What follows belongs to an exercise in optimizing a design on an open flow for small area, a short achievable clock period and few clock cycles; a production flow would make more cautious choices.
Function was checked by simulation only, so behaviour that the tests miss may differ from the original.
No activity file was given, so power comes from the tool's default toggle rates.

`flow/design.v`:
```
`default_nettype none
package stt_pkg;
  typedef enum logic [2:0] {
    OP_ALLOC = 3'd0,
    OP_FREE  = 3'd1,
    OP_BIND  = 3'd2,
    OP_SET   = 3'd3,
    OP_TICK  = 3'd4
  } op_e;
  typedef enum logic [1:0] {
    KIND_GRANT = 2'd0,
    KIND_FAIL  = 2'd1,
    KIND_FIRE  = 2'd2
  } kind_e;
  typedef enum logic [1:0] {
    STATUS_FREE  = 2'd0,
    STATUS_ALLOC = 2'd1,
    STATUS_ARMED = 2'd2
  } status_e;
  typedef struct packed {
    logic [2:0]  op;
    logic [4:0]  timer_index;
    logic [3:0]  queue_id;
    logic [7:0]  payload;
    logic [31:0] delay_ticks;
  } in_req_t;
  typedef struct packed {
    logic [1:0] kind;
    logic [4:0] entry;
    logic [3:0] dest_queue;
    logic [7:0] fire_data;
    logic       last;
  } out_rsp_t;
  typedef struct packed {
    status_e     status;
    logic [31:0] deadline;
    logic [3:0]  queue;
    logic [7:0]  data;
  } entry_t;
  localparam int unsigned EntryWidth = 46;   
endpackage
`default_nettype wire
`default_nettype none
import stt_pkg::*;
module software_timer_table_unit #(
  parameter int unsigned NUM_TIMERS = 32
) (
  input  wire logic              clk_i,
  input  wire logic              rst_ni,
  input  wire logic              in_valid_i,
  output logic                   in_stall_o,
  input  wire logic [51:0]       in_req_i,
  output logic                   out_valid_o,
  input  wire logic              out_stall_i,
  output logic      [19:0]       out_rsp_o
);
  localparam int N = 32;
  localparam int F = 3;        
  logic        a_v;
  logic [51:0] a_req;
  logic        is_alloc, is_free, is_bind, is_set, is_tick;   
  logic        hz_q;           
  logic [4:0]  idx;
  logic [3:0]  qid;
  logic [7:0]  pay;
  logic [31:0] dly;
  assign idx = a_req[48:44];
  assign qid = a_req[43:40];
  assign pay = a_req[39:32];
  assign dly = a_req[31:0];
  logic [31:0]  cnt_q;           
  logic [31:0]  cnt2_q;          
  logic         nz_q;            
  logic [N-1:0] free_q;          
  logic [N-1:0] armed_q;         
  logic [N-1:0] fn_q;            
  logic [N-1:0] bound_q;         
  logic [31:0]  dead_q  [N];
  logic [3:0]   queue_q [N];
  logic [7:0]   data_q  [N];
  logic         w_v;
  logic [4:0]   w_idx;
  logic [31:0]  w_sum;           
  logic         w_fn;            
  logic [N-1:0] fm_q [F];        
  logic [F-1:0] ff_q;            
  logic [F-1:0] fx_q;            
  logic [F-1:0] fv_q;            
  logic [1:0]   rd_q, wr_q;
  logic [1:0]   fc_q;            
  logic [N-1:0] h_q;             
  logic         hv_q, hf_q, hx_q;
  logic [N-1:0] pf_q;            
  logic        e_v;
  logic [1:0]  e_kind;
  logic [4:0]  e_idx;
  logic        e_last;
  logic        ov_q;
  logic [19:0] orsp_q;
  logic ffull;
  assign ffull = (fc_q == 2'(F));
  logic blocked, exec;
  assign blocked = ((is_alloc || is_tick) && ffull) || (is_bind && hz_q);
  assign exec    = a_v && !blocked;
  logic [N-1:0] wsel, whit;      
  always_comb
    for (int i = 0; i < N; i++) begin
      wsel[i] = (idx == 5'(i));
      whit[i] = w_v && (w_idx == 5'(i));
    end
  function automatic logic [N-1:0] below_any(input logic [N-1:0] v);
    logic [N-1:0] p;
    p = v;
    for (int s = 1; s < N; s = s * 2)
      p = p | (p << s);
    below_any = p << 1;
  endfunction
  logic [N-1:0] fsel;
  assign fsel = free_q & ~below_any(free_q);
  logic [N-1:0] fire;
  assign fire = armed_q & ((fn_q & ~whit) | (whit & {N{w_fn}}));
  logic fire_any;
  assign fire_any = |fire;
  logic [N-1:0] fn_n;
  logic         w_eqn;
  assign w_eqn = (w_sum == cnt2_q);
  always_comb
    for (int i = 0; i < N; i++)
      fn_n[i] = whit[i] ? w_eqn : (dead_q[i] == cnt2_q);
  logic [32:0] sum;
  assign sum = {1'b0, dly} + {1'b0, cnt_q};
  logic set_fn;
  assign set_fn = (dly == 32'd1) || ((sum[32] || (dly == 32'd0)) && nz_q);
  logic do_alloc, do_tick, do_set, do_bind, do_free;
  assign do_alloc = exec && is_alloc;
  assign do_tick  = exec && is_tick;
  assign do_set   = exec && is_set;
  assign do_bind  = exec && is_bind;
  assign do_free  = exec && is_free;
  logic         fwrite, fpush;
  assign fwrite = exec && (is_alloc || is_tick);    
  assign fpush  = do_alloc || (do_tick && fire_any);
  logic [N-1:0] hbelow, hsel;
  assign hbelow = below_any(h_q);
  assign hsel   = h_q & ~hbelow;
  logic hmore;                   
  assign hmore  = |(h_q & hbelow);
  logic [4:0] henc;
  always_comb begin
    henc = '0;
    for (int b = 0; b < 5; b++)
      for (int i = 0; i < N; i++)
        if (((i >> b) & 1) == 1) henc[b] = henc[b] | hsel[i];
  end
  logic opop, e_adv, emit, hdone, hload;
  assign opop  = !ov_q || !out_stall_i;    
  assign e_adv = !e_v || opop;             
  assign emit  = hv_q && e_adv;
  assign hdone = emit && (!hf_q || !hmore);
  assign hload = (!hv_q || hdone) && fv_q[rd_q];
  logic [N-1:0] inq;
  always_comb begin
    inq = (hv_q && hf_q) ? h_q : '0;
    for (int k = 0; k < F; k++)
      if (fv_q[k] && ff_q[k]) inq = inq | fm_q[k];
  end
  logic [3:0]  rq;
  logic [7:0]  rdat;
  logic        rb;
  assign rb   = (e_kind == KIND_FIRE) && bound_q[e_idx];
  assign rq   = rb ? queue_q[e_idx] : 4'd0;
  assign rdat = rb ? data_q[e_idx]  : 8'd0;
  logic push;
  assign push = e_v && opop;
  logic a_take;
  assign a_take = !a_v || exec;
  logic [N-1:0] pf_h;            
  assign pf_h = pf_q | (do_tick ? fire : '0);
  always_ff @(posedge clk_i or negedge rst_ni) begin
    if (!rst_ni) begin
      a_v     <= 1'b0;
      w_v     <= 1'b0;
      cnt_q   <= '0;
      cnt2_q  <= 32'd2;
      nz_q    <= 1'b1;
      free_q  <= '1;
      armed_q <= '0;
      bound_q <= '0;
      rd_q    <= '0;
      wr_q    <= '0;
      fc_q    <= '0;
      fv_q    <= '0;
      hv_q    <= 1'b0;
      pf_q    <= '0;
      e_v     <= 1'b0;
      ov_q    <= 1'b0;
    end else begin
      if (a_take) a_v <= in_valid_i;
      w_v <= do_set;
      if (do_tick) begin
        cnt_q  <= cnt_q + 32'd1;
        cnt2_q <= cnt2_q + 32'd1;
        nz_q   <= (cnt2_q != 32'd0);
      end
      for (int i = 0; i < N; i++) begin
        if (do_alloc && fsel[i]) free_q[i] <= 1'b0;
        if (do_free && wsel[i]) begin
          free_q[i]  <= 1'b1;
          armed_q[i] <= 1'b0;
        end
        if (do_set && wsel[i]) begin
          free_q[i]  <= 1'b0;
          armed_q[i] <= 1'b1;
        end
        if (do_tick && fire[i]) armed_q[i] <= 1'b0;
        if (do_bind && wsel[i]) bound_q[i] <= 1'b1;
      end
      if (fpush) wr_q <= (wr_q == 2'(F - 1)) ? 2'd0 : wr_q + 2'd1;
      if (hload) rd_q <= (rd_q == 2'(F - 1)) ? 2'd0 : rd_q + 2'd1;
      fc_q <= fc_q + 2'(fpush) - 2'(hload);
      for (int k = 0; k < F; k++) begin
        if (fpush && wr_q == 2'(k)) fv_q[k] <= 1'b1;
        else if (hload && rd_q == 2'(k)) fv_q[k] <= 1'b0;
      end
      if (hload)      hv_q <= 1'b1;
      else if (hdone) hv_q <= 1'b0;
      for (int i = 0; i < N; i++) begin
        if (do_tick && fire[i]) pf_q[i] <= 1'b1;
        else if (push && e_kind == KIND_FIRE && e_idx == 5'(i) && !inq[i]) pf_q[i] <= 1'b0;
      end
      if (e_adv) e_v <= emit;
      if (opop)  ov_q <= e_v;
    end
  end
  always_ff @(posedge clk_i) begin
    if (a_take) begin
      a_req    <= in_req_i;
      is_alloc <= (in_req_i[51:49] == OP_ALLOC);
      is_free  <= (in_req_i[51:49] == OP_FREE);
      is_bind  <= (in_req_i[51:49] == OP_BIND);
      is_set   <= (in_req_i[51:49] == OP_SET);
      is_tick  <= (in_req_i[51:49] == OP_TICK);
    end
    hz_q <= a_take ? pf_h[in_req_i[48:44]] : pf_h[idx];
    if (do_set) begin
      w_idx <= idx;
      w_sum <= sum[31:0];
      w_fn  <= set_fn;
    end
    for (int i = 0; i < N; i++) begin
      if (whit[i]) dead_q[i] <= w_sum;
      if (do_tick)      fn_q[i] <= fn_n[i];
      else if (whit[i]) fn_q[i] <= w_fn;
      if (do_bind && wsel[i]) begin
        queue_q[i] <= qid;
        data_q[i]  <= pay;
      end
    end
    for (int k = 0; k < F; k++) begin
      if (fwrite && wr_q == 2'(k)) begin
        fm_q[k] <= is_tick ? fire : fsel;
        ff_q[k] <= is_tick;
        fx_q[k] <= !(|free_q);
      end
    end
    if (hload) begin
      h_q  <= fm_q[rd_q];
      hf_q <= ff_q[rd_q];
      hx_q <= fx_q[rd_q];
    end else if (emit) begin
      h_q  <= h_q & hbelow;
    end
    if (emit) begin
      e_kind <= hf_q ? KIND_FIRE : (hx_q ? KIND_FAIL : KIND_GRANT);
      e_idx  <= henc;
      e_last <= !hf_q || !hmore;
    end
    if (push) orsp_q <= {e_kind, e_idx, rq, rdat, e_last};
  end
  assign in_stall_o  = a_v && blocked;
  assign out_valid_o = ov_q;
  assign out_rsp_o   = orsp_q;
endmodule
`default_nettype wire
```
`flow/run.sh`:
```
#!/bin/bash
# synth_recipe.tcl (not shown) runs the flow's synth.tcl, then flattens the netlist and writes it again
# the make line also repeats each setting of config.mk as NAME=value (left out here)
make -C /OpenROAD-flow-scripts/flow DESIGN_CONFIG=/design/flow/config.mk WORK_HOME=/design/flow/orfs CLKGATE_MAP_FILE= SYNTH_SCRIPT=/design/flow/synth_recipe.tcl finish
```
`flow/config.mk`:
```
export PLATFORM = sky130hd
export DESIGN_NAME = software_timer_table_unit
export DESIGN_NICKNAME = software_timer_table_unit
export VERILOG_FILES = /design/flow/design.v
export SDC_FILE = /design/flow/constraint.sdc
export NUM_CORES = 4
export LEC_CHECK = 0
export CAP_MARGIN = 20
export CORE_MARGIN = 2
export CORE_UTILIZATION = 65
export SETUP_SLACK_MARGIN = 4.2
export SLEW_MARGIN = 20
```
`flow/constraint.sdc`:
```
create_clock -name core_clock -period 8.0 [get_ports {clk_i}]
set_input_delay 1.6000 -clock core_clock [delete_from_list [all_inputs] [get_ports {clk_i}]]
set_output_delay 1.6000 -clock core_clock [all_outputs]
set_load 0.01 [all_outputs]
```
==> results of run 1 <==
==> routing by layer <==
layer  vias to the layer above  global-route usage  share of wire
li1                      21800                   -              -
met2                      4535               0.601           0.43
met4                        10               0.175          0.051
met5                         -                   0        0.00026
met3                       823               0.106           0.15
met1                     26700               0.612           0.37
==> cell families after synthesis <==
family | Yosys count | synth area share
AOI/OAI and AO/OA | 828 | 0.0693
xor gates and xnor gates | 1143 | 0.123
adders and majority gates | 45 | 0.00694
buffers and inverters | 366 | 0.0176
DFF | 1904 | 0.689
muxes | 71 | 0.0106
and+or+nand+nor | 1292 | 0.0834
==> metrics by stage <==
step | hold WS (ns) | util
after floorplan | 0.400 | -
after global placement | 0.422 | 0.684
after detailed placement | 0.431 | 0.684
after CTS | 0.448 | 0.737
after global routing | 0.470 | 0.742
final | 0.444 | 0.742
==> flip-flops by register name, summed over array words and instances (netlist names), 5 cells and up <==
| signal | cells |
|---|---|
| free_q | 32 |
| bound_q | 32 |
| dead_q | 1024 |
| orsp_q | 20 |
| w_idx | 5 |
| fn_q | 32 |
| w_sum | 32 |
| cnt2_q | 32 |
| fm_q | 96 |
| e_idx | 5 |
| a_req | 49 |
| pf_q | 32 |
| armed_q | 32 |
| data_q | 256 |
| cnt_q | 32 |
| h_q | 32 |
| queue_q | 128 |
==> path summary, 6_finish.rpt <==
kind | to | cells past startpoint
worst max register to register | fn_q[2] | 8
min in group asynchronous | hv_q | 1
worst max-delay path | fn_q[2] | 8
worst min register to register | orsp_q[19] | 0
max in group asynchronous | cnt2_q[3] | 2
worst min-delay path | orsp_q[19] | 0
==> placed cells by master (no fill, tap or decap), drive strengths merged, types with 15 or more instances in the layout <==
cell,count
and2,27
mux2i,49
nand2,263
nor2,222
ha,42
and3,22
edfxtp,1696
clkinv,83
clkbuf,246
clkdlybuf4s50,75
nand3,78
nand2b,31
a21o,25
a21boi,24
or3,18
nor3,91
o32ai,15
buf,277
nor4,297
a22oi,172
dfstp,34
dfrtp,173
inv,63
or2,45
a21oi,162
xnor2,65
xor2,1078
o31ai,15
nand4,146
a221oi,63
a22o,71
o21ai,176
==> power by group through the flow <==
stage          sequential (mW)  combinational [mW]  clock, mW
6_report                  12.8                5.57       8.80
5_1_grt                   12.9                5.82       9.20
4_1_cts                   12.8                5.11       8.80
3_5_place_dp              13.0                4.88          0
3_3_place_gp              13.0                4.85          0
2_1_floorplan             12.6                3.05          0
==> critical path, cell delays in order, from the launching register on <==
cell,delay (ns)
dfrtp_4,0.89
buf_4,0.52
xor2_1,0.18
nor4_1,0.52
nand4_1,0.67
nor2_4,0.32
buf_12,0.19
a21oi_1,0.12
a21oi_1,0.31
==> area by class of cell <==
type                    count  area [um^2]  area share
multi-input cells        3388        24400       0.265
clock inverters           106         1050      0.0115
repair buffers            355         3030      0.0329
well taps                1637         2050      0.0222
diodes                      4         10.0    0.000109
flip-flops and latches   1904        56200       0.611
clock buffers             245         5050      0.0548
inverters                  56          223     0.00242
==> timing repair <==
action                     in CTS  in global routing
gates resized for setup        41                 29
cloned                          9                  3
setup endpoints to repair     234                156
hold buffers                    0                  0
setup buffers                  23                 45
pin swaps                      12                 16
==> run_results.csv, run 1 <==
group,metric,value,unit
clock_tree,clockBufferDepth,3,
place,dpl-instance-area,84900,um^2
layout,nets,5991,
worst_hold_path,hp-class,"flip-flop to flip-flop",
place,dp_hpwl,153000,um
global_route,grt_pass1_vias,50300,
timing,drv_slew,0,
power_and_ir_drop,p_total,27.2,mW
timing,fmax,0.251,GHz
detailed_routing,wl_per_cell,34.8,um
outcome,outcome,"timing/DRC/antenna clean",
clock_tree,clock_sinks,1904,
global_route,grt_start_max_net_pins,157,
logic_synthesis,synth_top_area_frac,0.625,
clock_tree,cts_tree,"done",
timing,setup_viol,0,
setup_path,critPathRequiredTime,8.62,ns
logic_synthesis,ys_types,86,
die,rows,129,
timing,slew-limit-headroom,0.217,
logic_synthesis,yosys_warnings,5,
logic_synthesis,synthCells,5649,
power_and_ir_drop,clock_power_share,0.324,
logic_synthesis,synth_most_common_cell,"edfxtp_1",
timing,setup_tns,0,ns
power_and_ir_drop,p_leak,34.5,nW
power_and_ir_drop,switching_power,8.40,mW
place,place_ws,3.22,ns
power_and_ir_drop,combPwrFrac,0.205,
power_and_ir_drop,seq_power_share,0.471,
global_route,grt_usage,0.418,
detailed_routing,drtIter0Drc,10000,
layout,areaGrowthSynthToFinish,13.0,%
setup_path,r2r-start,"cnt2_q[19]",
timing,period_needed,3.99,ns
power_and_ir_drop,vdd_drop_max,0.256,mV
setup_path,crit_arrival,4.60,ns
logic_synthesis,syn_area_per_cell,14.4,um^2
die,placeableCoreArea,124000,um^2
die,die_height,358,um
setup_path,criticalPathCategory,"flip-flop to flip-flop",
die,start_util,0.656,
power_and_ir_drop,p_int,18.8,mW
logic_synthesis,synth_edf_count,1696,
timing,skew,0.0519,ns
logic_synthesis,synth_top_area_cell,"edfxtp_1",
detailed_routing,drc,0,
layout,fin_cells,7695,
logic_synthesis,yosysSeqAreaShare,0.689,
die,io_pins,78,
worst_hold_path,hold_start,"e_kind[1]",
timing,rsz0062_at_grt,"true",
setup_path,start_kind,"flip-flop",
detailed_routing,first_pass_iters,6,
flow_run,drv_cap,0,
logic_synthesis,synthTopCellsByArea,"edfxtp_1 (63%), xor2_1 (12%), dfrtp_1 (5.3%)",
timing,final.period_utilization,0.498,
layout,drive_gt1_frac,0.130,
global_route,grt_overflow,0,
place,dp_cells,7259,
detailed_routing,ant_nets,0,
layout,fill_cells,7785,
setup_path,cp-end-kind,"flip-flop",
power_and_ir_drop,p_per_area,295,nW/um^2
clock_tree,worstSkewPairLatency,0.85,ns
logic_synthesis,syn_area,81500,um^2
detailed_routing,num_vias,53900,
timing,worst_slew_pin_slew,1.17,ns
logic_synthesis,synthFlopType,"edfxtp_1",
setup_path,reg2reg_slack,4.01,ns
clock_tree,clk_pin_slew,0.06,ns
timing,fin_ws,4.01,ns
power_and_ir_drop,p_sw_frac,0.309,
logic_synthesis,synthTopCellsByCount,"edfxtp_1 (1696), xor2_1 (1078), nor4_1 (295)",
clock_tree,cts_root_buf,"clkbuf_16",
die,dieArea,128000,um^2
setup_path,worstPathMaxFanout,24,
detailed_routing,viasPerCell,7.00,
place,globalplace.congestion,0.991,
logic_synthesis,ys_ff_latch,1904,
die,die_x,358,um
logic_synthesis,syn_nets,5748,
global_route,antenna_found_initial,13,
timing,hold_viol,0,
setup_path,critical_path.startpoint,"cnt2_q[19]",
clock_tree,cts_made_buffers,187,
layout,fin_area,92100,um^2
logic_synthesis,async_flop_share,0.109,
clock_tree,cts_max_level,4,
detailed_routing,drt_wl_total,268000,um
global_route,grt_pass1_wl,372000,um
place,portBuffers,77,
Testbench counts, summed over its fixed seeds: cycles 12,922.
==> run 2: changes to the inputs <==
--- a/flow/design.v
+++ b/flow/design.v
@@ -57,8 +57,11 @@
   localparam int N = 32;
   localparam int F = 3;        
+  localparam int L = 6;        
+  localparam int HB = 32 - L;
   logic        a_v;
   logic [51:0] a_req;
   logic        is_alloc, is_free, is_bind, is_set, is_tick;   
   logic        hz_q;           
+  logic        blk_q;          
   logic [4:0]  idx;
   logic [3:0]  qid;
@@ -76,5 +79,9 @@
   logic [N-1:0] fn_q;            
   logic [N-1:0] bound_q;         
-  logic [31:0]  dead_q  [N];
+  logic [L-1:0]  dlo_q [N];      
+  logic [HB-1:0] rh_q  [N];      
+  logic [4:0]    rot_q;
+  logic [N-1:0]  hq_q;           
+  logic [N-1:0]  hn_q;           
   logic [3:0]   queue_q [N];
   logic [7:0]   data_q  [N];
@@ -83,4 +90,7 @@
   logic [31:0]  w_sum;           
   logic         w_fn;            
+  logic         w_d0, w_d1, w_c; 
+  logic [4:0]   w_slot;          
+  logic         w_hq, w_hn;      
   logic [N-1:0] fm_q [F];        
   logic [F-1:0] ff_q;            
@@ -91,4 +101,5 @@
   logic [N-1:0] h_q;             
   logic         hv_q, hf_q, hx_q;
+  logic         h1_q;            
   logic [N-1:0] pf_q;            
   logic        e_v;
@@ -100,7 +111,6 @@
   logic ffull;
   assign ffull = (fc_q == 2'(F));
-  logic blocked, exec;
-  assign blocked = ((is_alloc || is_tick) && ffull) || (is_bind && hz_q);
-  assign exec    = a_v && !blocked;
+  logic exec;
+  assign exec = a_v && !blk_q;
   logic [N-1:0] wsel, whit;      
   always_comb
@@ -122,14 +132,23 @@
   logic fire_any;
   assign fire_any = |fire;
+  logic [HB-1:0] ht, ht1;
+  logic [HB-1:0] ht1_q;          
+  assign ht  = cnt2_q[31:L];
+  assign ht1 = ht1_q;
   logic [N-1:0] fn_n;
   logic         w_eqn;
   assign w_eqn = (w_sum == cnt2_q);
+  assign w_hq  = (w_sum[31:L] == ht);
+  assign w_hn  = (w_sum[31:L] == ht1);
   always_comb
     for (int i = 0; i < N; i++)
-      fn_n[i] = whit[i] ? w_eqn : (dead_q[i] == cnt2_q);
+      fn_n[i] = whit[i] ? w_eqn : ((dlo_q[i] == cnt2_q[L-1:0]) && hq_q[i]);
+  logic roll;                    
+  assign roll = (cnt2_q[L-1:0] == '1);
+  logic scan_n;                  
+  assign scan_n = (rh_q[0] == ht1);
   logic [32:0] sum;
   assign sum = {1'b0, dly} + {1'b0, cnt_q};
-  logic set_fn;
-  assign set_fn = (dly == 32'd1) || ((sum[32] || (dly == 32'd0)) && nz_q);
+  assign w_fn = w_d1 || ((w_c || w_d0) && nz_q);
   logic do_alloc, do_tick, do_set, do_bind, do_free;
   assign do_alloc = exec && is_alloc;
@@ -139,5 +158,5 @@
   assign do_free  = exec && is_free;
   logic         fwrite, fpush;
-  assign fwrite = exec && (is_alloc || is_tick);    
+  assign fwrite = exec && (is_alloc || is_tick);
   assign fpush  = do_alloc || (do_tick && fire_any);
   logic [N-1:0] hbelow, hsel;
@@ -145,5 +164,29 @@
   assign hsel   = h_q & ~hbelow;
   logic hmore;                   
-  assign hmore  = |(h_q & hbelow);
+  assign hmore = !h1_q;
+  function automatic logic le1(input logic [N-1:0] v);
+    logic [N-1:0] a, m;
+    a = v;
+    m = '0;
+    for (int w = 1; w < N; w = w * 2)
+      for (int i = 0; i + w < N; i = i + 2 * w) begin
+        m[i] = m[i] | m[i + w] | (a[i] & a[i + w]);
+        a[i] = a[i] | a[i + w];
+      end
+    le1 = !m[0];
+  endfunction
+  function automatic logic le2(input logic [N-1:0] v);
+    logic [N-1:0] a, m, t;
+    a = v;
+    m = '0;
+    t = '0;
+    for (int w = 1; w < N; w = w * 2)
+      for (int i = 0; i + w < N; i = i + 2 * w) begin
+        t[i] = t[i] | t[i + w] | (m[i] & a[i + w]) | (a[i] & m[i + w]);
+        m[i] = m[i] | m[i + w] | (a[i] & a[i + w]);
+        a[i] = a[i] | a[i + w];
+      end
+    le2 = !t[0];
+  endfunction
   logic [4:0] henc;
   always_comb begin
@@ -176,11 +219,26 @@
   assign a_take = !a_v || exec;
   logic [N-1:0] pf_h;            
-  assign pf_h = pf_q | (do_tick ? fire : '0);
+  logic [N-1:0] pf_clr;
+  always_comb
+    for (int i = 0; i < N; i++)
+      pf_clr[i] = push && e_kind == KIND_FIRE && e_idx == 5'(i) && !inq[i];
+  assign pf_h = (pf_q & ~pf_clr) | (do_tick ? fire : '0);
+  logic       nx_v, nx_af, nx_b, nx_hz, nx_full;
+  logic [2:0] nx_op;
+  assign nx_op   = a_take ? in_req_i[51:49] : (is_alloc ? OP_ALLOC : (is_tick ? OP_TICK : (is_bind ? OP_BIND : OP_FREE)));
+  assign nx_v    = a_take ? in_valid_i : 1'b1;
+  assign nx_af   = (nx_op == OP_ALLOC) || (nx_op == OP_TICK);
+  assign nx_b    = (nx_op == OP_BIND);
+  assign nx_hz   = a_take ? pf_h[in_req_i[48:44]] : pf_h[idx];
+  assign nx_full = (fc_q == 2'(F) && !hload) || (fc_q == 2'(F - 1) && fwrite && !hload);
   always_ff @(posedge clk_i or negedge rst_ni) begin
     if (!rst_ni) begin
       a_v     <= 1'b0;
+      blk_q   <= 1'b0;
       w_v     <= 1'b0;
+      rot_q   <= '0;
       cnt_q   <= '0;
       cnt2_q  <= 32'd2;
+      ht1_q   <= HB'(1);
       nz_q    <= 1'b1;
       free_q  <= '1;
@@ -197,9 +255,12 @@
     end else begin
       if (a_take) a_v <= in_valid_i;
+      blk_q <= nx_v && ((nx_af && nx_full) || (nx_b && nx_hz));
       w_v <= do_set;
+      rot_q <= rot_q + 5'd1;
       if (do_tick) begin
         cnt_q  <= cnt_q + 32'd1;
         cnt2_q <= cnt2_q + 32'd1;
         nz_q   <= (cnt2_q != 32'd0);
+        if (roll) ht1_q <= ht1_q + HB'(1);
       end
       for (int i = 0; i < N; i++) begin
@@ -242,12 +303,21 @@
       is_tick  <= (in_req_i[51:49] == OP_TICK);
     end
-    hz_q <= a_take ? pf_h[in_req_i[48:44]] : pf_h[idx];
+    hz_q <= nx_hz;
     if (do_set) begin
       w_idx <= idx;
       w_sum <= sum[31:0];
-      w_fn  <= set_fn;
+      w_d0  <= (dly == 32'd0);
+      w_d1  <= (dly == 32'd1);
+      w_c   <= sum[32];
+      w_slot <= idx + ~rot_q - 5'd1;
     end
+    for (int p = 0; p < N; p++)
+      rh_q[p] <= (w_v && w_slot == 5'(p)) ? w_sum[31:L] : rh_q[(p + 1) % N];
     for (int i = 0; i < N; i++) begin
-      if (whit[i]) dead_q[i] <= w_sum;
+      if (whit[i]) dlo_q[i] <= w_sum[L-1:0];
+      if (do_tick && roll) hq_q[i] <= whit[i] ? w_hn : hn_q[i];
+      else if (whit[i])    hq_q[i] <= w_hq;
+      if (whit[i])                   hn_q[i] <= w_hn;
+      else if (rot_q == 5'(i)) hn_q[i] <= scan_n;
       if (do_tick)      fn_q[i] <= fn_n[i];
       else if (whit[i]) fn_q[i] <= w_fn;
@@ -264,4 +334,6 @@
       end
     end
+    if (hload)     h1_q <= le1(fm_q[rd_q]);
+    else if (emit) h1_q <= le2(h_q);
     if (hload) begin
       h_q  <= fm_q[rd_q];
@@ -278,5 +350,5 @@
     if (push) orsp_q <= {e_kind, e_idx, rq, rdat, e_last};
   end
-  assign in_stall_o  = a_v && blocked;
+  assign in_stall_o  = blk_q;
   assign out_valid_o = ov_q;
   assign out_rsp_o   = orsp_q;
--- a/flow/config.mk
+++ b/flow/config.mk
@@ -9,4 +9,4 @@
 export CORE_MARGIN = 2
 export CORE_UTILIZATION = 65
-export SETUP_SLACK_MARGIN = 4.2
+export SETUP_SLACK_MARGIN = 5.0
 export SLEW_MARGIN = 20
==> run_results.csv, run 2 <==
group,metric,value,unit
outcome,outcome,"timing/DRC/antenna clean",
logic_synthesis,synth_top_area_cell,"edfxtp_1",
layout,top_regs,"rh_q: 832 flops, data_q: 256 flops, dlo_q: 192 flops",
logic_synthesis,synth_edf_count,936,
logic_synthesis,synth_top_area_frac,0.352,
worst_hold_path,hold_end,"orsp_q[0]",
logic_synthesis,syn_nets,6179,
power_and_ir_drop,switching_power,7.34,mW
layout,nets,6341,
clock_tree,clockBufferDepth,3,
global_route,grt_usage,0.349,
clock_tree,cts_tree,"done",
timing,setup_tns,0,ns
detailed_routing,drt_wl_total,222000,um
detailed_routing,routed.top_layer,"met5",
timing,rsz0062_at_grt,"true",
logic_synthesis,syn_area_per_cell,13.2,um^2
power_and_ir_drop,combPwrFrac,0.177,
die,start_util,0.655,
setup_path,reg2regPathDepth,16,
detailed_routing,drc,0,
timing,setup_viol,0,
layout,fill_cells,7796,
layout,drive_gt1_frac,0.282,
timing,fmax,0.291,GHz
setup_path,r2r-start,"w_idx[3]",
timing,hold_viol,0,
clock_tree,worstSkewPairLatency,0.84,ns
global_route,grt_pass1_vias,50800,
power_and_ir_drop,vdd_drop_max,0.328,mV
logic_synthesis,synth_most_common_cell,"edfxtp_1",
layout,mostFrequentLayoutCell,"edfxtp_1",
logic_synthesis,ys_ff_latch,2007,
global_route,grt_overflow,0,
timing,whs,0.427,ns
clock_tree,cts_made_buffers,191,
die,io_pins,78,
global_route,antenna_found_initial,5,
timing,final.period_utilization,0.430,
setup_path,start_kind,"flip-flop",
die,die_x,354,um
setup_path,criticalPathCategory,"flip-flop to flip-flop",
detailed_routing,drtIter0Drc,6564,
power_and_ir_drop,seq_power_share,0.463,
logic_synthesis,ys_types,83,
clock_tree,clock_sinks,2007,
detailed_routing,wl_per_cell,27.7,um
place,dp_hpwl,132000,um
detailed_routing,ant_nets,0,
logic_synthesis,synthCells,6066,
setup_path,crit_arrival,4.19,ns
power_and_ir_drop,p_sw_frac,0.281,
die,die_height,354,um
place,portBuffers,77,
worst_hold_path,hp-class,"flip-flop to flip-flop",
setup_path,r2r_end,"fc_q[1]",
detailed_routing,met1_length,87400,um
clock_tree,cts_root_buf,"clkbuf_16",
logic_synthesis,yosys_warnings,6,
logic_synthesis,syn_area,79800,um^2
clock_tree,cts_max_level,4,
die,rows,128,
detailed_routing,route.met2.wl,100000,um
setup_path,cp-end-kind,"flip-flop",
worst_hold_path,hold_depth,0,
timing,skew,0.0420,ns
detailed_routing,first_pass_iters,7,
die,dieArea,126000,um^2
logic_synthesis,synthTopCellsByCount,"edfxtp_1 (936), mux2_2 (837), dfxtp_1 (832)",
layout,top_register,"rh_q",
timing,drv_slew,0,
layout,areaGrowthSynthToFinish,14.4,%
setup_path,reg2reg_slack,4.56,ns
die,placeableCoreArea,122000,um^2
detailed_routing,num_vias,52300,
global_route,grt_pass1_wl,327000,um
power_and_ir_drop,p_int,18.8,mW
power_and_ir_drop,clock_power_share,0.360,
setup_path,critPathRequiredTime,8.75,ns
timing,period_needed,3.44,ns
layout,mostFrequentLayoutCells,"edfxtp_1 (936), mux2_2 (837), dfxtp_1 (832)",
detailed_routing,viasPerCell,6.52,
clock_tree,ctsHoldBuffers,0,
layout,largest_reg_flops,832,
timing,slew-limit-headroom,0.141,
logic_synthesis,synthFlopType,"edfxtp_1",
detailed_routing,wl_met3,24800,um
global_route,grt_start_max_net_pins,147,
worst_hold_path,hold_start,"e_last",
place,globalplace.congestion,0.920,
timing,worst_slew_pin_slew,1.29,ns
logic_synthesis,synthTopCellsByArea,"edfxtp_1 (35%), dfxtp_1 (21%), mux2_2 (12%)",
clock_tree,clk_pin_slew,0.06,ns
logic_synthesis,async_flop_share,0.119,
power_and_ir_drop,p_per_area,286,nW/um^2
setup_path,worstPathMaxFanout,8,
power_and_ir_drop,p_leak,35.6,nW
flow_run,drv_cap,0,
logic_synthesis,yosysSeqAreaShare,0.637,
## run 2: how the worst max path moves through the flow
stage                            from       to  slack (ns)  depth (start not counted)
after floorplan           out_stall_i    blk_q        4.82                          9
after CTS                    w_idx[3]  fc_q[1]        4.66                         16
final                        w_idx[3]  fc_q[1]        4.56                         16
after detailed placement          w_v  fc_q[1]        3.61                         13
after global placement            w_v  fc_q[1]        3.73                         13
after global routing         w_idx[3]  fc_q[1]        4.46                         16
## run 2: logic make-up after synthesis
| family | Yosys count | share of synthesized area |
|---|---|---|
| fa+ha+maj | 67 | 0.0104 |
| mux | 890 | 0.127 |
| simple gates | 1142 | 0.0709 |
| compound gates | 1038 | 0.0871 |
| flops | 2007 | 0.637 |
| xor+xnor | 392 | 0.0430 |
| buf+inv | 530 | 0.0253 |
## run 2: cell type report
type	instances	area (um^2)	share of cell area
repair buffers	379	3260	0.0357
well taps	1625	2030	0.0223
clock buffers	277	5610	0.0615
diodes	3	7.51	0.0000823
flip-flops and latches	2007	50800	0.557
clock inverters	79	1040	0.0114
multi-input cells	3532	28000	0.307
inverters	117	517	0.00566
## run 2: worst max-delay path, stage by stage, from the launching register on
cell	delay, ns
edfxtp_1	0.46
buf_6	0.17
nor4bb_4	0.31
buf_6	0.22
nand2_8	0.06
inv_4	0.05
a211oi_2	0.05
buf_4	0.18
nor4_4	0.29
nand4_1	0.18
or4_4	0.64
nand2_4	0.11
ha_4	0.20
inv_4	0.05
ha_4	0.12
xnor2_2	0.11
xnor2_1	0.13
## run 2: what timing repair did
item | CTS | global route
pin swaps | 25 | 31
cloned | 5 | 3
resized for setup | 247 | 81
setup buffers | 66 | 55
setup endpoints to repair | 359 | 140
## run 2: power by group through the flow
stage          logic (mW)  registers [mW]  clock network (mW)
2_1_floorplan        2.78            11.9                   0
3_3_place_gp         3.83            12.3                   0
3_5_place_dp         3.87            12.3                   0
4_1_cts              4.24            12.1                9.49
5_1_grt              4.86            12.1                9.88
6_report             4.61            12.1                9.40
## run 2: per-layer routing
layer,vias to the layer above,GRT usage
met2,3046,0.535
met5,-,0
met4,6,0.138
met3,621,0.0847
li1,22800,-
met1,25900,0.485
## run 2: per-stage QoR
stage | std cells | power [mW] | setup slack [ns] | instance area (um^2) | util
after floorplan | 6066 | 14.7 | 4.82 | 80000 | -
after global placement | 7529 | 16.1 | 3.73 | 82600 | 0.679
after detailed placement | 7529 | 16.2 | 3.61 | 82600 | 0.679
after CTS | 7956 | 25.8 | 4.66 | 90400 | 0.743
after global routing | 8016 | 26.9 | 4.46 | 91200 | 0.750
final | 8019 | 26.1 | 4.56 | 91200 | 0.750
Testbench counts of run 2, summed over its fixed seeds: cycles 12,954.
==> run 3: changes to the inputs <==
--- a/flow/design.v
+++ b/flow/design.v
@@ -97,4 +97,5 @@
   logic [F-1:0] fx_q;            
   logic [F-1:0] fv_q;            
+  logic [F-1:0] f1_q;            
   logic [1:0]   rd_q, wr_q;
   logic [1:0]   fc_q;            
@@ -129,7 +130,7 @@
   assign fsel = free_q & ~below_any(free_q);
   logic [N-1:0] fire;
-  assign fire = armed_q & ((fn_q & ~whit) | (whit & {N{w_fn}}));
-  logic fire_any;
-  assign fire_any = |fire;
+  assign fire = armed_q & (fn_q | (whit & {N{w_fn}}));
+  logic fire_any;                
+  assign fire_any = |(armed_q & fn_q) || (w_v && w_fn);
   logic [HB-1:0] ht, ht1;
   logic [HB-1:0] ht1_q;          
@@ -313,5 +314,5 @@
     end
     for (int p = 0; p < N; p++)
-      rh_q[p] <= (w_v && w_slot == 5'(p)) ? w_sum[31:L] : rh_q[(p + 1) % N];
+      rh_q[p] <= (w_v && w_slot == 5'(p)) ? (w_sum[31:L] ^ {HB{(p % 2) == 1}}) : ~rh_q[(p + 1) % N];
     for (int i = 0; i < N; i++) begin
       if (whit[i]) dlo_q[i] <= w_sum[L-1:0];
@@ -320,6 +321,7 @@
       if (whit[i])                   hn_q[i] <= w_hn;
       else if (rot_q == 5'(i)) hn_q[i] <= scan_n;
-      if (do_tick)      fn_q[i] <= fn_n[i];
-      else if (whit[i]) fn_q[i] <= w_fn;
+      if (do_tick)                  fn_q[i] <= fn_n[i];
+      else if (do_set && wsel[i])   fn_q[i] <= 1'b0;
+      else if (whit[i])             fn_q[i] <= w_fn;
       if (do_bind && wsel[i]) begin
         queue_q[i] <= qid;
@@ -332,7 +334,8 @@
         ff_q[k] <= is_tick;
         fx_q[k] <= !(|free_q);
+        f1_q[k] <= !is_tick || le1(fire);
       end
     end
-    if (hload)     h1_q <= le1(fm_q[rd_q]);
+    if (hload)     h1_q <= f1_q[rd_q];
     else if (emit) h1_q <= le2(h_q);
     if (hload) begin
==> run_results.csv, run 3 <==
group,metric,value,unit
outcome,outcome,"timing/DRC/antenna clean",
detailed_routing,ant_nets,0,
timing,setup_viol,0,
layout,top_regs,"rh_q: 832 flops, data_q: 256 flops, dlo_q: 192 flops",
setup_path,start_kind,"flip-flop",
die,start_util,0.656,
place,dp_hpwl,140000,um
logic_synthesis,synthAdderAreaFrac,0.0101,
clock_tree,clockBufferDepth,3,
global_route,grt_pass1_vias,51800,
global_route,grt_overflow,0,
timing,skew,0.0419,ns
die,die_height,352,um
detailed_routing,first_pass_iters,6,
timing,worst_slew_pin_slew,1.07,ns
setup_path,worstPathMaxFanout,1,
setup_path,path_cells,"buf_6",
logic_synthesis,synth-simple-area-share,0.102,
global_route,grt_start_max_net_pins,158,
setup_path,critPathRequiredTime,6.40,ns
clock_tree,clk_pin_slew,0.06,ns
place,portBuffers,77,
timing,fmax,0.320,GHz
logic_synthesis,yosys_warnings,6,
setup_path,cp_num_buf_inv,1,
setup_path,crit_arrival,1.52,ns
power_and_ir_drop,vdd_drop_max,0.256,mV
place,place_ws,3.39,ns
logic_synthesis,ys_ff_latch,2010,
global_route,grt_pass1_wl,337000,um
clock_tree,clock_sinks,2010,
layout,mostFrequentLayoutCell,"edfxtp_1",
power_and_ir_drop,p_per_area,295,nW/um^2
clock_tree,cts_made_buffers,191,
die,die_x,352,um
logic_synthesis,yosysSeqAreaShare,0.647,
detailed_routing,num_vias,54700,
die,io_pins,78,
setup_path,crit_path_max_incr_delay,0.52,ns
detailed_routing,wl_per_cell,27.0,um
detailed_routing,drt_wl_total,228000,um
logic_synthesis,synth_edf_count,939,
place,dp_cells,8021,
global_route,grt_usage,0.362,
logic_synthesis,muxShareOfSynthArea,0.0577,
power_and_ir_drop,clock_power_share,0.345,
setup_path,critPathTopFamily,"flip-flops",
worst_hold_path,hp-class,"flip-flop to flip-flop",
power_and_ir_drop,combPwrFrac,0.173,
power_and_ir_drop,p_leak,34.6,nW
place,globalplace.congestion,0.986,
power_and_ir_drop,p_int,18.6,mW
timing,whs,0.396,ns
clock_tree,cts_tree,"done",
power_and_ir_drop,switching_power,7.53,mW
timing,final.period_utilization,0.390,
logic_synthesis,syn_nets,6747,
logic_synthesis,syn_area_per_cell,11.9,um^2
flow_run,drv_cap,0,
logic_synthesis,synth_top_area_cell,"edfxtp_1",
detailed_routing,viasPerCell,6.47,
die,rows,127,
global_route,antenna_found_initial,6,
logic_synthesis,syn_area,78700,um^2
clock_tree,cts_max_level,4,
logic_synthesis,synthFlopType,"edfxtp_1",
timing,setup_tns,0,ns
timing,rsz0062_at_grt,"true",
timing,period_needed,3.12,ns
layout,nets,6780,
logic_synthesis,ys_types,86,
logic_synthesis,synth_most_common_cell,"edfxtp_1",
setup_path,critPathSlowestCell,"edfxtp_1",
timing,drv_slew,0,
clock_tree,ctsHoldBuffers,0,
layout,fill_cells,8036,
die,dieArea,124000,um^2
layout,areaGrowthSynthToFinish,12.8,%
timing,fin_ws,4.88,ns
setup_path,cp-end-kind,"output pin",
detailed_routing,drtIter0Drc,7019,
logic_synthesis,synthTopCellsByArea,"edfxtp_1 (36%), dfxtp_1 (21%), dfrtp_1 (6.5%)",
clock_tree,cts_root_buf,"clkbuf_16",
layout,largest_reg_flops,832,
logic_synthesis,synth_xor_xnor_area_share,0.0440,
logic_synthesis,synth_top_area_frac,0.358,
layout,top_register,"rh_q",
power_and_ir_drop,seq_power_share,0.481,
logic_synthesis,synth_compound_area_frac,0.112,
logic_synthesis,synth_top_family_by_area,"compound AO/OA/AOI/OAI gates",
timing,slew-limit-headroom,0.285,
setup_path,criticalPathCategory,"flip-flop to output pin",
clock_tree,worstSkewPairLatency,0.83,ns
logic_synthesis,async_flop_share,0.119,
timing,hold_viol,0,
logic_synthesis,synthTopCellsByCount,"edfxtp_1 (939), dfxtp_1 (832), nor2_1 (663)",
detailed_routing,drc,0,
logic_synthesis,synthCells,6634,
layout,drive_gt1_frac,0.113,
layout,fin_cells,8445,
die,placeableCoreArea,120000,um^2
power_and_ir_drop,p_total,26.2,mW
power_and_ir_drop,p_sw_frac,0.288,
layout,mostFrequentLayoutCells,"edfxtp_1 (939), dfxtp_1 (832), nor2_1 (636)",
-- run 3: cell count changes in the layout (fill, tap and decap cells not counted), moves of 64 or more --
| cell | delta |
|---|---|
| mux2_2 | -834 |
| buf_4 | -64 |
| mux2i_1 | +395 |
| a21oi_1 | +369 |
| nor2_1 | +484 |
| nand3_1 | +72 |
| nand2_1 | +73 |
-- run 3: layout make-up --
type | instances | area [um^2] | share of cell area
Clock inverter | 84 | 832 | 0.00938
Antenna cell | 4 | 10.0 | 0.000113
Multi-Input combinational cell | 4062 | 26500 | 0.299
Tap cell | 1612 | 2020 | 0.0227
Timing Repair Buffer | 304 | 2610 | 0.0294
Inverter | 98 | 373 | 0.00420
Clock buffer | 271 | 5490 | 0.0619
Sequential cell | 2010 | 50900 | 0.573
-- run 3: worst register-to-register path: cells and delay by family, from the launching register on --
| family | cells | cell delay, ns |
|---|---|---|
| AO/OA/AOI/OAI | 3 | 0.92 |
| multiplexers | 1 | 0.25 |
| flip-flops | 1 | 0.52 |
| AND/OR/NAND/NOR | 4 | 1.29 |
-- run 3: power by group through the flow --
stage               registers [mW]  clock network, mW  logic, mW
floorplan                     12.4                  0       2.93
global placement              12.8                  0       3.99
detailed placement            12.8                  0       4.05
CTS                           12.6               9.09       4.28
global route                  12.7               9.49       4.86
finish                        12.6               9.04       4.54
-- run 3: stage by stage --
step,cell area [um^2],util
after global placement,81200,0.677
after global routing,88700,0.740
after detailed placement,81200,0.677
after CTS,88100,0.734
final,88700,0.740
after floorplan,78800,-
-- run 3: cells by family after synthesis --
| kind of cell | Yosys count |
|---|---|
| adder cells (fa/ha/maj) | 64 |
| AND/OR/NAND/NOR | 1735 |
| XOR/XNOR | 395 |
| multiplexers | 439 |
| flip-flops | 2010 |
| buffers and inverters | 566 |
| AO/OA/AOI/OAI | 1425 |
-- run 3: final timing paths --
path | startpoint | end | slack (ns) | depth (start not counted)
max in group asynchronous | rst_ni | w_v | 5.64 | 2
max | orsp_q[9] | out_rsp_o[9] | 4.88 | 1
min in group asynchronous | rst_ni | bound_q[17] | 0.81 | 1
min reg2reg | rh_q[9][0] | rh_q[8][0] | 0.40 | 1
min | rh_q[9][0] | rh_q[8][0] | 0.40 | 1
max reg2reg | w_idx[1] | blk_q | 4.96 | 8
-- run 3: routing by layer --
metal  vias up  GRT usage  part of all wire  wire length (um)
met5         -          0           0.00029                66
met4        10      0.132             0.037              8410
met3       564     0.0888              0.12             27100
met2      3275      0.532              0.44             99500
met1     26700      0.525              0.41             93100
li1      24100          -                 -                 -
-- run 3: timing repair --
item | CTS | global route
setup endpoints to repair | 235 | 132
setup buffers | 28 | 27
gates resized for setup | 171 | 68
pin swaps | 6 | 23
cloned | 3 | 5
Testbench counts of run 3, summed over its fixed seeds: cycles 12,954.
==> run 4: changes to the inputs <==
--- a/flow/config.mk
+++ b/flow/config.mk
@@ -9,4 +9,6 @@
 export CORE_MARGIN = 2
 export CORE_UTILIZATION = 65
+export CTS_CLUSTER_DIAMETER = 60
+export CTS_CLUSTER_SIZE = 30
 export SETUP_SLACK_MARGIN = 5.0
 export SLEW_MARGIN = 20
==> run_results.csv, run 4 <==
group,metric,value,unit
global_route,grt_pass1_vias,50800,
global_route,grt_pass1_wl,334000,um
detailed_routing,num_vias,54300,
logic_synthesis,ys_ff_latch,2010,
logic_synthesis,yosysSeqAreaShare,0.647,
detailed_routing,wl_per_cell,27.1,um
logic_synthesis,synth_top_area_frac,0.358,
layout,drive_gt1_frac,0.108,
detailed_routing,drt_wl_total,226000,um
worst_hold_path,hp-class,"flip-flop to flip-flop",
timing,skew,0.0453,ns
setup_path,worstPathMaxFanout,1,
timing,drv_slew,0,
detailed_routing,first_pass_iters,6,
logic_synthesis,async_flop_share,0.119,
die,rows,127,
die,die_height,352,um
logic_synthesis,syn_area_per_cell,11.9,um^2
die,io_pins,78,
die,die_x,352,um
layout,top_regs,"rh_q: 832 flops, data_q: 256 flops, dlo_q: 192 flops",
die,start_util,0.656,
setup_path,critPathSlowestCell,"edfxtp_1",
logic_synthesis,synthCells,6634,
timing,hold_viol,0,
setup_path,cp_num_buf_inv,1,
die,dieArea,124000,um^2
timing,fmax,0.323,GHz
place,globalplace.congestion,0.986,
setup_path,critPathRequiredTime,6.40,ns
timing,slew-limit-headroom,0.233,
global_route,grt_usage,0.359,
power_and_ir_drop,p_leak,33.8,nW
layout,fin_util,0.728,
setup_path,critPathTopFamily,"flip-flops",
setup_path,crit_path_max_incr_delay,0.53,ns
clock_tree,ctsHoldBuffers,0,
layout,nets,6725,
logic_synthesis,syn_nets,6747,
logic_synthesis,synth_most_common_cell,"edfxtp_1",
layout,areaGrowthSynthToFinish,11.0,%
timing,final.period_utilization,0.387,
die,placeableCoreArea,120000,um^2
clock_tree,cts_made_buffers,138,
detailed_routing,drc,0,
clock_tree,cts_root_buf,"clkbuf_16",
setup_path,cp-end-kind,"output pin",
clock_tree,cts_max_level,4,
clock_tree,clock_sinks,2010,
clock_tree,clk_pin_slew,0.10,ns
logic_synthesis,ys_types,86,
place,dp_hpwl,140000,um
layout,largest_reg_flops,832,
logic_synthesis,synthFlopType,"edfxtp_1",
layout,mostFrequentLayoutCells,"edfxtp_1 (939), dfxtp_1 (832), nor2_1 (635)",
global_route,grt_overflow,0,
power_and_ir_drop,p_per_area,283,nW/um^2
logic_synthesis,syn_area,78700,um^2
setup_path,criticalPathCategory,"flip-flop to output pin",
detailed_routing,ant_nets,0,
global_route,grt_start_max_net_pins,158,
place,portBuffers,77,
clock_tree,worstSkewPairLatency,0.79,ns
logic_synthesis,synthTopCellsByArea,"edfxtp_1 (36%), dfxtp_1 (21%), dfrtp_1 (6.5%)",
logic_synthesis,synth_edf_count,939,
detailed_routing,viasPerCell,6.52,
outcome,outcome,"timing/DRC/antenna clean",
clock_tree,cts_tree,"done",
timing,rsz0062_at_grt,"true",
setup_path,start_kind,"flip-flop",
layout,mostFrequentLayoutCell,"edfxtp_1",
flow_run,drv_cap,0,
power_and_ir_drop,vdd_drop_max,0.297,mV
timing,period_needed,3.09,ns
timing,setup_tns,0,ns
detailed_routing,drtIter0Drc,7418,
timing,worst_slew_pin_slew,1.15,ns
timing,setup_viol,0,
global_route,antenna_found_initial,10,
logic_synthesis,synth_top_area_cell,"edfxtp_1",
setup_path,path_cells,"buf_6",
logic_synthesis,synthTopCellsByCount,"edfxtp_1 (939), dfxtp_1 (832), nor2_1 (663)",
setup_path,crit_arrival,1.49,ns
logic_synthesis,yosys_warnings,6,
layout,top_register,"rh_q",
clock_tree,clockBufferDepth,3,
[run 4: timing repair]
action                                  in CTS  in global routing
endpoints found under the setup margin     232                130
gates resized for setup                    162                 73
buffers inserted                            28                 27
gates cloned                                 3                  3
pin swaps                                    7                 23
[run 4: layout make-up]
cell class / count / area [um^2]
timing repair buffer: 303 / 2650
inverter: 98 / 373
sequential: 2010 / 50900
clock buffer: 156 / 3740
clock inverter: 92 / 1100
multi-input combinational: 4061 / 26500
antenna: 6 / 15.0
fill: 8260 / 32700
tap: 1612 / 2020
[run 4: report_power, final]
group | switching [mW] | internal, mW | total (mW)
logic | 2.86 | 1.65 | 4.51
registers | 0.725 | 11.9 | 12.6
clock network | 3.87 | 3.71 | 7.58
[run 4: routing by layer]
metal / track usage / wire (um) / vias to the layer above
li1: - / - / 24000
met2: 0.530 / 98100 / 3249
met1: 0.530 / 92000 / 26500
met5: 0 / 37 / -
met4: 0.124 / 8470 / 6
met3: 0.0779 / 27100 / 536
[run 4: logic make-up (layout without fill, tap and decap cells)]
| family | after synthesis | in the layout | synth area share |
|---|---|---|---|
| other | 0 | 6 | 0 |
| flip-flops | 2010 | 2010 | 0.647 |
| AND/OR/NAND/NOR | 1735 | 1738 | 0.102 |
| buffers and inverters | 566 | 649 | 0.0271 |
| AO/OA/AOI/OAI | 1425 | 1425 | 0.112 |
| multiplexers | 439 | 439 | 0.0577 |
| XOR/XNOR | 395 | 395 | 0.0440 |
| adder cells (fa/ha/maj) | 64 | 64 | 0.0101 |
[run 4: path summary, 6_finish.rpt]
kind,start,to,slack (ns),cells after the start
setup reg to reg,a_req[45],data_q[23][0],5.02,5
min in group asynchronous,rst_ni,ov_q,0.85,1
setup / recovery,orsp_q[9],out_rsp_o[9],4.91,1
hold / removal,rh_q[17][24],rh_q[16][24],0.39,1
max in group asynchronous,rst_ni,w_v,5.60,2
hold reg to reg,rh_q[17][24],rh_q[16][24],0.39,1
[run 4: through the flow]
| step | instances | worst slack [ns] | total power, mW | area (um^2) | hold WS [ns] |
|---|---|---|---|---|---|
| detailed placement | 8021 | 3.39 | 16.9 | 81200 | 0.389 |
| CTS | 8300 | 4.89 | 24.5 | 86700 | 0.397 |
| finish | 8338 | 4.91 | 24.7 | 87300 | 0.395 |
| global route | 8332 | 4.90 | 25.5 | 87300 | 0.407 |
| floorplan | 6634 | 4.52 | 15.3 | 78800 | 0.383 |
| global placement | 8020 | 3.47 | 16.8 | 81200 | 0.385 |
==> run 5: changes to the inputs <==
--- a/flow/config.mk
+++ b/flow/config.mk
@@ -8,5 +8,5 @@
 export CAP_MARGIN = 20
 export CORE_MARGIN = 2
-export CORE_UTILIZATION = 65
+export CORE_UTILIZATION = 75
 export CTS_CLUSTER_DIAMETER = 60
 export CTS_CLUSTER_SIZE = 30
==> run_results.csv, run 5 <==
group,metric,value,unit
setup_path,crit_arrival,3.61,ns
logic_synthesis,synth_top_area_frac,0.358,
detailed_routing,drt_wl_total,243000,um
logic_synthesis,ys_ff_latch,2010,
logic_synthesis,synthTopCellsByCount,"edfxtp_1 (939), dfxtp_1 (832), nor2_1 (663)",
die,io_pins,78,
layout,drive_gt1_frac,0.110,
logic_synthesis,syn_nets,6747,
logic_synthesis,yosys_warnings,6,
timing,slew-limit-headroom,0.225,
global_route,grt_usage,0.443,
logic_synthesis,synthTopCellsByArea,"edfxtp_1 (36%), dfxtp_1 (21%), dfrtp_1 (6.5%)",
clock_tree,worstSkewPairLatency,0.81,ns
die,die_x,328,um
place,dp_hpwl,142000,um
timing,whs,0.386,ns
layout,mostFrequentLayoutCells,"edfxtp_1 (939), dfxtp_1 (832), nor2_1 (639)",
layout,mostFrequentLayoutCell,"edfxtp_1",
detailed_routing,wl_per_cell,29.9,um
power_and_ir_drop,seq_power_share,0.509,
logic_synthesis,synthFlopType,"edfxtp_1",
outcome,outcome,"timing/DRC/antenna clean",
timing,drv_slew,0,
power_and_ir_drop,vdd_drop_max,0.368,mV
logic_synthesis,ys_types,86,
timing,skew,0.0610,ns
logic_synthesis,synthCells,6634,
layout,fin_util,0.837,
timing,setup_tns,0,ns
layout,areaGrowthSynthToFinish,10.4,%
setup_path,crit_path_max_incr_delay,0.64,ns
die,dieArea,108000,um^2
die,rows,118,
setup_path,reg2regPathDepth,6,
worst_hold_path,hp-class,"flip-flop to flip-flop",
global_route,grt_start_max_net_pins,146,
power_and_ir_drop,switching_power,7.74,mW
clock_tree,ctsHoldBuffers,0,
global_route,busiest_layer,"met2",
clock_tree,cts_made_buffers,131,
timing,worst_slew_pin_slew,1.16,ns
global_route,grt_pass1_vias,55200,
layout,top_regs,"rh_q: 832 flops, data_q: 256 flops, dlo_q: 192 flops",
setup_path,start_kind,"flip-flop",
clock_tree,cts_max_level,4,
layout,nets,6732,
power_and_ir_drop,combPwrFrac,0.191,
layout,fill_cells,5121,
timing,hold_viol,0,
logic_synthesis,synth_top_area_cell,"edfxtp_1",
die,start_util,0.758,
detailed_routing,ant_nets,0,
timing,final.period_utilization,0.393,
timing,period_needed,3.15,ns
logic_synthesis,syn_area,78700,um^2
logic_synthesis,async_flop_share,0.119,
detailed_routing,drtIter0Drc,9621,
timing,fmax,0.318,GHz
clock_tree,clockBufferDepth,3,
flow_run,drv_cap,0,
logic_synthesis,yosysSeqAreaShare,0.647,
worst_hold_path,hold_depth,1,
layout,regArea,50900,um^2
detailed_routing,viasPerCell,7.11,
clock_tree,cts_tree,"done",
logic_synthesis,synth_most_common_cell,"edfxtp_1",
setup_path,critPathRequiredTime,8.47,ns
die,die_height,328,um
power_and_ir_drop,p_per_area,286,nW/um^2
setup_path,worstPathMaxFanout,9,
layout,top_register,"rh_q",
global_route,grt_util_met2,0.668,
global_route,antenna_found_initial,13,
detailed_routing,num_vias,57700,
power_and_ir_drop,p_sw_frac,0.311,
setup_path,crit_cells,6,
global_route,grt_pass1_wl,353000,um
timing,rsz0062_at_grt,"true",
clock_tree,clock_sinks,2010,
setup_path,cp_num_buf_inv,2,
power_and_ir_drop,p_leak,33.7,nW
layout,multi_input_area,26600,um^2
global_route,met3_usage,0.125,
timing,setup_viol,0,
global_route,grt_overflow,0,
setup_path,critPathTopFamily,"simple AND/OR/NAND/NOR gates",
power_and_ir_drop,clock_power_share,0.300,
logic_synthesis,synth_edf_count,939,
place,globalplace.congestion,0.983,
die,placeableCoreArea,104000,um^2
power_and_ir_drop,p_int,17.1,mW
setup_path,reg2reg_slack,4.85,ns
global_route,met1_usage,0.600,
place,portBuffers,77,
layout,largest_reg_flops,832,
logic_synthesis,syn_area_per_cell,11.9,um^2
detailed_routing,drc,0,
setup_path,path_cells,"clkinv_1 -> nor2_2 -> buf_4 -> nand2_1 -> nor2_1 -> o22ai_1",
setup_path,criticalPathCategory,"flip-flop to flip-flop",
clock_tree,cts_root_buf,"clkbuf_16",
setup_path,critPathSlowestCell,"edfxtp_1",
detailed_routing,first_pass_iters,6,
clock_tree,clk_pin_slew,0.09,ns
setup_path,cp-end-kind,"flip-flop",
run 5: path summary, 6_finish.rpt:
kind	from	end
setup / recovery	a_req[45]	fn_q[6]
hold / removal	rh_q[24][24]	rh_q[23][24]
setup reg to reg	a_req[45]	fn_q[6]
hold reg to reg	rh_q[24][24]	rh_q[23][24]
max in group asynchronous	rst_ni	w_v
min in group asynchronous	rst_ni	ov_q
run 5: kinds of logic after synthesis:
logic type	Yosys count	share of synthesized area
multiplexers	439	0.0577
AO/OA/AOI/OAI	1425	0.112
adder cells (fa/ha/maj)	64	0.0101
XOR/XNOR	395	0.0440
AND/OR/NAND/NOR	1735	0.102
buffers and inverters	566	0.0271
flip-flops	2010	0.647
run 5: cell type report:
cell class / instances / area share
Sequential cell: 2010 / 0.586
Clock inverter: 90 / 0.0122
Clock buffer: 146 / 0.0408
Tap cell: 1380 / 0.0199
Timing Repair Buffer: 317 / 0.0309
Antenna cell: 6 / 0.000173
Multi-Input combinational cell: 4061 / 0.306
Inverter: 98 / 0.00442
run 5: metal layers:
layer	part of all wire	vias to the layer above
li1	-	24000
met1	0.35	27600
met2	0.44	5008
met3	0.14	1122
met4	0.060	14
met5	0.00053	-
run 5: worst reg2reg max path: cells and delay by family, from the launching register on:
kind	cells	cell delay, ns
AO/OA/AOI/OAI	1	0.20
buffers and inverters	2	0.82
flip-flops	1	0.64
AND/OR/NAND/NOR	3	1.18
run 5: power groups by stage:
stage                     registers [mW]  clock network (mW)  logic, mW
final                               12.7                7.47       4.75
after global routing                12.7                7.76       4.96
after CTS                           12.6                7.41       4.38
after detailed placement            12.8                   0       4.05
after global placement              12.8                   0       3.92
after floorplan                     12.4                   0       2.93
run 5: what timing repair did:
action,4_1_cts,5_1_grt
pin swaps,10,14
gates cloned,4,0
gates resized for setup,158,78
setup buffers,41,21
endpoints found under the setup margin,205,135
run 5: metrics by stage:
stage | area, um^2 | cells | power [mW] | setup slack, ns
floorplan | 78800 | 6634 | 15.3 | 4.52
global placement | 81000 | 7796 | 16.7 | 3.27
detailed placement | 81000 | 7796 | 16.9 | 3.15
CTS | 86200 | 8077 | 24.4 | 4.86
global route | 86800 | 8102 | 25.4 | 4.88
finish | 86900 | 8108 | 24.9 | 4.85
==> run 6: changes to the inputs <==
--- a/flow/design.v
+++ b/flow/design.v
@@ -109,5 +109,6 @@
   logic        e_last;
   logic        ov_q;
-  logic [19:0] orsp_q;
+  logic [19:0] orsp_q;          
+  logic [19:0] ohold_q;         
   logic ffull;
   assign ffull = (fc_q == 2'(F));
@@ -254,4 +255,5 @@
       e_v     <= 1'b0;
       ov_q    <= 1'b0;
+      ohold_q <= '0;
     end else begin
       if (a_take) a_v <= in_valid_i;
@@ -293,4 +295,5 @@
       if (e_adv) e_v <= emit;
       if (opop)  ov_q <= e_v;
+      if (push)  ohold_q <= {e_kind, e_idx, rq, rdat, e_last};
     end
   end
@@ -351,5 +354,5 @@
       e_last <= !hf_q || !hmore;
     end
-    if (push) orsp_q <= {e_kind, e_idx, rq, rdat, e_last};
+    orsp_q <= push ? {e_kind, e_idx, rq, rdat, e_last} : ohold_q;
   end
   assign in_stall_o  = blk_q;
--- a/flow/config.mk
+++ b/flow/config.mk
@@ -8,5 +8,5 @@
 export CAP_MARGIN = 20
 export CORE_MARGIN = 2
-export CORE_UTILIZATION = 75
+export CORE_UTILIZATION = 65
 export CTS_CLUSTER_DIAMETER = 60
 export CTS_CLUSTER_SIZE = 30
==> run_results.csv, run 6 <==
group,metric,value,unit
global_route,grt_pass1_vias,51300,
timing,setup_viol,0,
worst_hold_path,hold_depth,1,
die,start_util,0.653,
detailed_routing,drt_wl_total,224000,um
layout,mostFrequentLayoutCells,"edfxtp_1 (919), dfxtp_1 (850), nor2_1 (634)",
detailed_routing,viasPerCell,6.47,
clock_tree,ctsHoldBuffers,0,
layout,fill_cells,8313,
setup_path,criticalPathCategory,"flip-flop to flip-flop",
die,die_height,353,um
die,dieArea,125000,um^2
setup_path,reg2reg_slack,4.86,ns
global_route,grt_pass1_wl,331000,um
timing,slew-limit-headroom,0.259,
timing,hold_viol,0,
logic_synthesis,synth_top_family_by_area,"compound AO/OA/AOI/OAI gates",
detailed_routing,ant_nets,0,
die,placeableCoreArea,121000,um^2
timing,final.period_utilization,0.393,
setup_path,r2r_end,"blk_q",
layout,fin_area,88000,um^2
layout,regArea,51200,um^2
setup_path,crit_arrival,3.76,ns
clock_tree,clockBufferDepth,3,
setup_path,worstPathMaxFanout,10,
setup_path,reg2regPathDepth,9,
die,die_x,353,um
logic_synthesis,synth_compound_area_frac,0.111,
detailed_routing,num_vias,54400,
timing,fin_ws,4.86,ns
setup_path,r2r-start,"e_idx[4]",
worst_hold_path,hold_end,"rh_q[0][9]",
layout,top_register,"rh_q",
clock_tree,clk_pin_slew,0.09,ns
clock_tree,clock_sinks,2030,
logic_synthesis,synth_most_common_cell,"edfxtp_1",
power_and_ir_drop,p_per_area,282,nW/um^2
power_and_ir_drop,p_leak,34.7,nW
detailed_routing,drtIter0Drc,6981,
layout,areaGrowthSynthToFinish,11.0,%
logic_synthesis,yosys_warnings,6,
layout,multi_input_area,26800,um^2
setup_path,critPathRequiredTime,8.61,ns
logic_synthesis,syn_area_per_cell,11.9,um^2
logic_synthesis,synthTopCellsByArea,"edfxtp_1 (35%), dfxtp_1 (22%), dfrtp_1 (7.1%)",
timing,drv_slew,0,
timing,rsz0062_at_grt,"true",
place,globalplace.congestion,0.963,
logic_synthesis,synth-simple-area-share,0.105,
global_route,grt_usage,0.354,
power_and_ir_drop,p_total,24.8,mW
global_route,grt_start_max_net_pins,118,
logic_synthesis,synth_top_area_cell,"edfxtp_1",
logic_synthesis,syn_nets,6782,
timing,period_needed,3.14,ns
clock_tree,cts_tree,"done",
timing,setup_tns,0,ns
logic_synthesis,async_flop_share,0.128,
logic_synthesis,syn_area,79300,um^2
die,rows,128,
layout,drive_gt1_frac,0.116,
outcome,outcome,"timing/DRC/antenna clean",
logic_synthesis,synth_top_area_frac,0.348,
timing,worst_slew_pin_slew,1.11,ns
logic_synthesis,synthAdderAreaFrac,0.0102,
place,place_ws,3.47,ns
logic_synthesis,muxShareOfSynthArea,0.0572,
setup_path,cp-end-kind,"flip-flop",
global_route,grt_overflow,0,
power_and_ir_drop,vdd_drop_max,0.260,mV
detailed_routing,drc,0,
logic_synthesis,ys_ff_latch,2030,
clock_tree,cts_max_level,4,
logic_synthesis,synthCells,6669,
layout,largest_reg_flops,832,
layout,nets,6785,
detailed_routing,wl_per_cell,26.7,um
logic_synthesis,ys_types,85,
logic_synthesis,synthFlopType,"edfxtp_1",
place,dpl-instance-area,81700,um^2
logic_synthesis,synth_xor_xnor_area_share,0.0441,
timing,fmax,0.318,GHz
detailed_routing,first_pass_iters,7,
layout,mostFrequentLayoutCell,"edfxtp_1",
clock_tree,cts_made_buffers,136,
layout,top_regs,"rh_q: 832 flops, data_q: 256 flops, dlo_q: 192 flops",
logic_synthesis,synth_edf_count,919,
clock_tree,cts_root_buf,"clkbuf_16",
timing,skew,0.0433,ns
logic_synthesis,yosysSeqAreaShare,0.645,
worst_hold_path,hp-class,"flip-flop to flip-flop",
place,dp_hpwl,145000,um
worst_hold_path,hold_start,"rh_q[1][9]",
logic_synthesis,synthTopCellsByCount,"edfxtp_1 (919), dfxtp_1 (852), nor2_1 (665)",
setup_path,start_kind,"flip-flop",
global_route,antenna_found_initial,2,
place,portBuffers,77,
flow_run,drv_cap,0,
clock_tree,worstSkewPairLatency,0.79,ns
die,io_pins,78,
==> run 6: changes by cell type after synthesis, sizes merged, moves of 14 or more <==
cell    change
o211ai     -16
clkbuf     -27
dfxtp      +20
xor2       -14
a22oi      -23
edfxtp     -20
nand2      -15
xnor2      +18
o21ai      -49
o22ai      +26
or2        +16
dfrtp      +20
buf        +32
==> run 6: report_power, final <==
group | switching, mW | total, mW | internal [mW]
sequential | 0.748 | 12.7 | 11.9
combinational | 2.94 | 4.74 | 1.80
clock | 3.87 | 7.43 | 3.56
==> run 6: final cells by class <==
type                       count  share of cell area
inverter                      88             0.00401
antenna                        2           0.0000569
clock inverter                94              0.0117
clock buffer                 152              0.0414
tap                         1625              0.0231
multi-input combinational   4081               0.305
sequential                  2030               0.582
timing repair buffer         335              0.0336
==> run 6: kinds of logic after synthesis <==
| group | after synthesis |
|---|---|
| flip-flops | 2030 |
| AND/OR/NAND/NOR | 1773 |
| AO/OA/AOI/OAI | 1402 |
| buffers and inverters | 561 |
| multiplexers | 439 |
| XOR/XNOR | 399 |
| adder cells (fa/ha/maj) | 65 |
==> run 6: repair_timing <==
item,4_1_cts,5_1_grt
resized for setup,151,114
pin swaps,7,18
buffers inserted,36,46
gates cloned,4,2
setup endpoints to repair,409,145
==> run 6: critical path, cell delays in order, from the launching register on <==
cell       delay, ns
edfxtp_1        0.60
nand2_1         0.36
nor2_1          0.55
buf_4           0.39
nand4_1         0.16
o2bb2ai_1       0.17
a21oi_1         0.18
a21oi_1         0.08
o41ai_2         0.34
o211ai_1        0.13
==> run 6: per-layer routing <==
metal  track usage  vias up  share of wire
met5             0        -              0
met4         0.145        0          0.046
met3        0.0753      567           0.11
met2         0.539     3082           0.45
met1         0.498    26600           0.40
li1              -    24200              -
==> run 6: worst max path at each step <==
stage                  from     to  slack, ns
2_1_floorplan   out_stall_i  blk_q       4.71
4_1_cts        in_req_i[46]  blk_q       4.74
6_report           e_idx[4]  blk_q       4.86
5_1_grt            e_idx[4]  blk_q       4.87
3_5_place_dp    out_stall_i  blk_q       3.47
3_3_place_gp    out_stall_i  blk_q       3.51
==> run 6: stage by stage <==
stage	hold WS, ns	instances	util
6_report	0.371	8407	0.725
5_1_grt	0.378	8405	0.725
4_1_cts	0.376	8354	0.718
3_5_place_dp	0.389	8068	0.673
3_3_place_gp	0.385	8068	0.673
2_1_floorplan	0.383	6669	-
Testbench counts of run 6, summed over its fixed seeds: cycles 12,954.

port drivers added, routing unchanged:
The flow's constraints put no driver on any port. The routed layouts listed below were extracted and timed again, unchanged, in two steps.
Step 1: set_driving_cell puts a clkbuf_16 on clk_i and a buf_2 on each other input, an assumption about the parent block.
Step 2 adds t to the input delays and takes it off the output delays; t is the mean of the earliest and latest rising clock arrival at the registers after step 1. Input paths then give back, and output paths get back, about the clock's delay inside the block.
Three values: no drivers, after step 1, after step 2; two values: the first two.
run	shift t [ns]	setup WS [ns]	worst setup path at the end	worst data-port slew with drivers (ns)	cell pins on the clock port's net
run 1	0.903	4.015 / 4.015 / 3.897	input to register	0.13	1
run 2	0.895	4.563 / 4.563 / 4.088	input to register	0.05	1
run 3	0.889	4.877 / 4.797 / 4.071	input to register	0.18	1
run 4	0.849	4.906 / 4.823 / 4.151	input to register	0.18	1
run 5	0.860	4.855 / 4.788 / 4.074	input to register	0.15	1
run 6	0.847	4.855 / 4.855 / 4.063	input to register	0.18	1
After both steps setup and hold are still met in every run listed. The setup slack of run 3, which loses most, moves by -0.080 ns with the drivers and by -0.806 ns with both steps.
